From an optimization exercise on the open Yosys and OpenROAD flow, aimed at small area, a short achievable clock period and few clock cycles per item; shortcuts taken in it are not production practice. In this exercise RTL edits were held to simulation tests only and were not proved equivalent to the original.

// aes_block_encrypt_unit
module aes_block_encrypt_unit (
	input  logic        clk,
	input  logic        arst_n,
	input  logic        start,
	output logic        busy,
	input  logic [63:0] plaintext_high,
	input  logic [63:0] plaintext_low,
	output logic        done,
	output logic [63:0] ciphertext_high,
	output logic [63:0] ciphertext_low,
	input  logic        cfg_we,
	input  logic [2:0]  cfg_index,
	input  logic [63:0] cfg_data
);
clock: 7.0 ns
lec_check: 0
abc_area: 1
cap_margin: 20
core_margin: 2
core_utilization: 50
place_density: 0.65
setup_slack_margin: 1.5
slew_margin: 20
run.sh (not shown) runs the stock make flow with config.mk's settings and CLKGATE_MAP_FILE= SYNTH_SCRIPT=/design/flow/synth_recipe.tcl, a recipe that flattens the netlist after the stock synthesis.
Testbench counts at the start, summed over its fixed seeds: cycles 30,296, blocks 2,304.
==> next run, changes <==
==> flow/flow/run.sh (new file) <==
#!/bin/bash
# Layout flow: the standard flow (standard synthesis, floorplan, placement, CTS, routing)
# with one change: the buffers that placement puts on every input and output port are
# sky130_fd_sc_hd__buf_1 instead of the buffer_ports default pick (clkdlybuf4s50_1).
# The make output goes to standard_flow.log; each ORFS step keeps its own log under orfs/logs.
set -euo pipefail
bash standard.sh "BUFFER_PORTS_ARGS=-buffer_cell sky130_fd_sc_hd__buf_1" finish > standard_flow.log 2>&1
==> flow/standard.sh (new file) <==
#!/bin/bash
# synth_recipe.tcl (not shown) runs the flow's synth.tcl, then flattens the netlist and writes it again
# the make line also repeats each setting of config.mk as NAME=value (left out here)
make -C /OpenROAD-flow-scripts/flow DESIGN_CONFIG=/design/flow/config.mk WORK_HOME=/design/flow/orfs CLKGATE_MAP_FILE= SYNTH_SCRIPT=/design/flow/synth_recipe.tcl "${@:-finish}"
--- a/flow/config.mk
+++ b/flow/config.mk
@@ -12,3 +12,3 @@
 export PLACE_DENSITY = 0.65
-export SETUP_SLACK_MARGIN = 1.5
+export SETUP_SLACK_MARGIN = 2.0
 export SLEW_MARGIN = 20
removed: flow/run.sh
Result:
- clock skew climbs by 0.0042 ns
- synthesized cell count does not change
- register-to-register slack improved by 0.13 ns
==> next run, changes <==
==> flow/flow/run.sh (replaced) <==
#!/bin/bash
# Layout flow: the standard flow with two changes:
# - synthesis maps with ABC's area script using "dch -f" (full choice computation) instead of
#   "dch"; the rest of synthesis, and so every register, is unchanged;
# - the buffers placement puts on every input and output port are sky130_fd_sc_hd__buf_1.
# The make output goes to standard_flow.log; each ORFS step keeps its own log under orfs/logs.
set -euo pipefail
mkdir -p scripts_mod
cp -r "$FLOW_HOME"/scripts/. scripts_mod/
sed -i 's/^dch$/dch -f/' scripts_mod/abc_area.script
bash standard.sh "SCRIPTS_DIR=$PWD/scripts_mod" "BUFFER_PORTS_ARGS=-buffer_cell sky130_fd_sc_hd__buf_1" finish > standard_flow.log 2>&1
Result: Clock-buffer cell count is higher by 8. Via count is lower by about 5%.
==> next run, changes <==
==> flow/run.sh (new file) <==
#!/bin/bash
# synth_recipe.tcl (not shown) runs the flow's synth.tcl, then flattens the netlist and writes it again
# the make line also repeats each setting of config.mk as NAME=value (left out here)
make -C /OpenROAD-flow-scripts/flow DESIGN_CONFIG=/design/flow/config.mk WORK_HOME=/design/flow/orfs CLKGATE_MAP_FILE= SYNTH_SCRIPT=/design/flow/synth_recipe.tcl finish
removed: flow/flow/run.sh
removed: flow/standard.sh
Result:
- routed wire length goes up by 4.9%
- synthesized area climbs by 1.2%
- design area grows by 3.1%
- sequential share of layout area decreases by 0.49 points
- clock-buffer cell count falls by 6


== run E ==
Another version of the RTL of aes_block_encrypt_unit (not shown whole).
For scale: about 700 flip-flops, ~74000 sq um of cells after synthesis.
clock: 7.0 ns
lec_check: 0
abc_area: 1
cap_margin: 20
core_margin: 2
core_utilization: 50
cts_cluster_size: 26
place_density: 0.65
setup_slack_margin: 2.0
slew_margin: 20
standard.sh (not shown) runs the stock make flow with config.mk's settings and CLKGATE_MAP_FILE= SYNTH_SCRIPT=/design/flow/synth_recipe.tcl, a recipe that flattens the netlist after the stock synthesis.
==> flow/flow/run.sh <==
#!/bin/bash
# Layout flow: the standard flow with two changes:
# - synthesis maps with ABC's area script using "dch -f" (full choice computation) instead of
#   "dch"; the rest of synthesis, and so every register, is unchanged;
# - the buffers placement puts on every input and output port are sky130_fd_sc_hd__buf_1.
# The make output goes to standard_flow.log; each ORFS step keeps its own log under orfs/logs.
set -euo pipefail
mkdir -p scripts_mod
cp -r "$FLOW_HOME"/scripts/. scripts_mod/
sed -i 's/^dch$/dch -f/' scripts_mod/abc_area.script
bash standard.sh "SCRIPTS_DIR=$PWD/scripts_mod" "BUFFER_PORTS_ARGS=-buffer_cell sky130_fd_sc_hd__buf_1" finish > standard_flow.log 2>&1
Testbench counts of run E, summed over its fixed seeds: cycles 30,296, blocks 2,304.
Input changes introduced in run A (baseline for comparison: run E):
# run E
export LEC_CHECK = 0
export ABC_AREA = 1
export CAP_MARGIN = 20
export CORE_MARGIN = 2
export CORE_UTILIZATION = 50
export CTS_CLUSTER_SIZE = 26
export PLACE_DENSITY = 0.65
export SETUP_SLACK_MARGIN = 2.0
export SLEW_MARGIN = 20
create_clock -name core_clock -period 7.0 [get_ports {clk}]
# run A
export LEC_CHECK = 0
export ABC_AREA = 1
export CAP_MARGIN = 20
export CORE_MARGIN = 2
export CORE_UTILIZATION = 50
export CTS_CLUSTER_SIZE = 32
export PLACE_DENSITY = 0.65
export SETUP_SLACK_MARGIN = 2.0
export SLEW_MARGIN = 20
create_clock -name core_clock -period 7.0 [get_ports {clk}]
Notes after the runs:
Status: final cell count without fillers parity (run E, run A)
Non-clock buffer count: run A vs run E identical
Between run E and run A, the largest stage delay on the critical path does not differ in any meaningful way.
Between run A and run E, the initial antenna violation count figures differ only marginally.
Reported for run E and run A, routing usage on met3 turned out identical to the last digit.
As far as routed wire length goes, run A and run E are indistinguishable; the numbers are identical.

static timing again, ports no longer ideal:
No port has a modelled driver above. Below, the same layouts with a new extraction and two added sets of constraints.
Step 1, drivers: a clkbuf_16 drives clk and a buf_2 each remaining input, both assumed.
Step 2 moves the port delays by t, midway between the first and last clock arrival at a register: inputs arrive t later, outputs are due t later. That takes back most of the time a late clock gives input paths.
a / b / c = no drivers / after step 1 / after step 2; a / b = the first two.
run	t (ns)	slack for setup (ns)	hold WS [ns]	latest minus earliest clock arrival (ns)	worst slew at a driven data input, ns
the first run of note 1	0.825	1.748 / 1.748 / 1.411	0.476 / 0.476 / 0.476	0.060 / 0.061	0.22
the second run of note 1	0.810	1.877 / 1.877 / 1.697	0.479 / 0.479 / 0.479	0.065 / 0.065	0.32
the third run of note 1	0.820	2.147 / 2.147 / 2.126	0.499 / 0.499 / 0.499	0.048 / 0.048	0.18
the fourth run of note 1	0.824	2.095 / 2.095 / 1.503	0.477 / 0.477 / 0.477	0.067 / 0.066	0.21
run E	0.805	2.007 / 2.007 / 2.007	0.491 / 0.491 / 0.491	0.044 / 0.044	0.14
run A	0.805	2.007 / 2.007 / 2.007	0.491 / 0.491 / 0.491	0.044 / 0.044	0.14
After both steps every run listed still meets setup and hold. The setup slack of the fourth run of note 1, which loses most, moves by 0.000 ns with the drivers and by -0.592 ns with both steps.
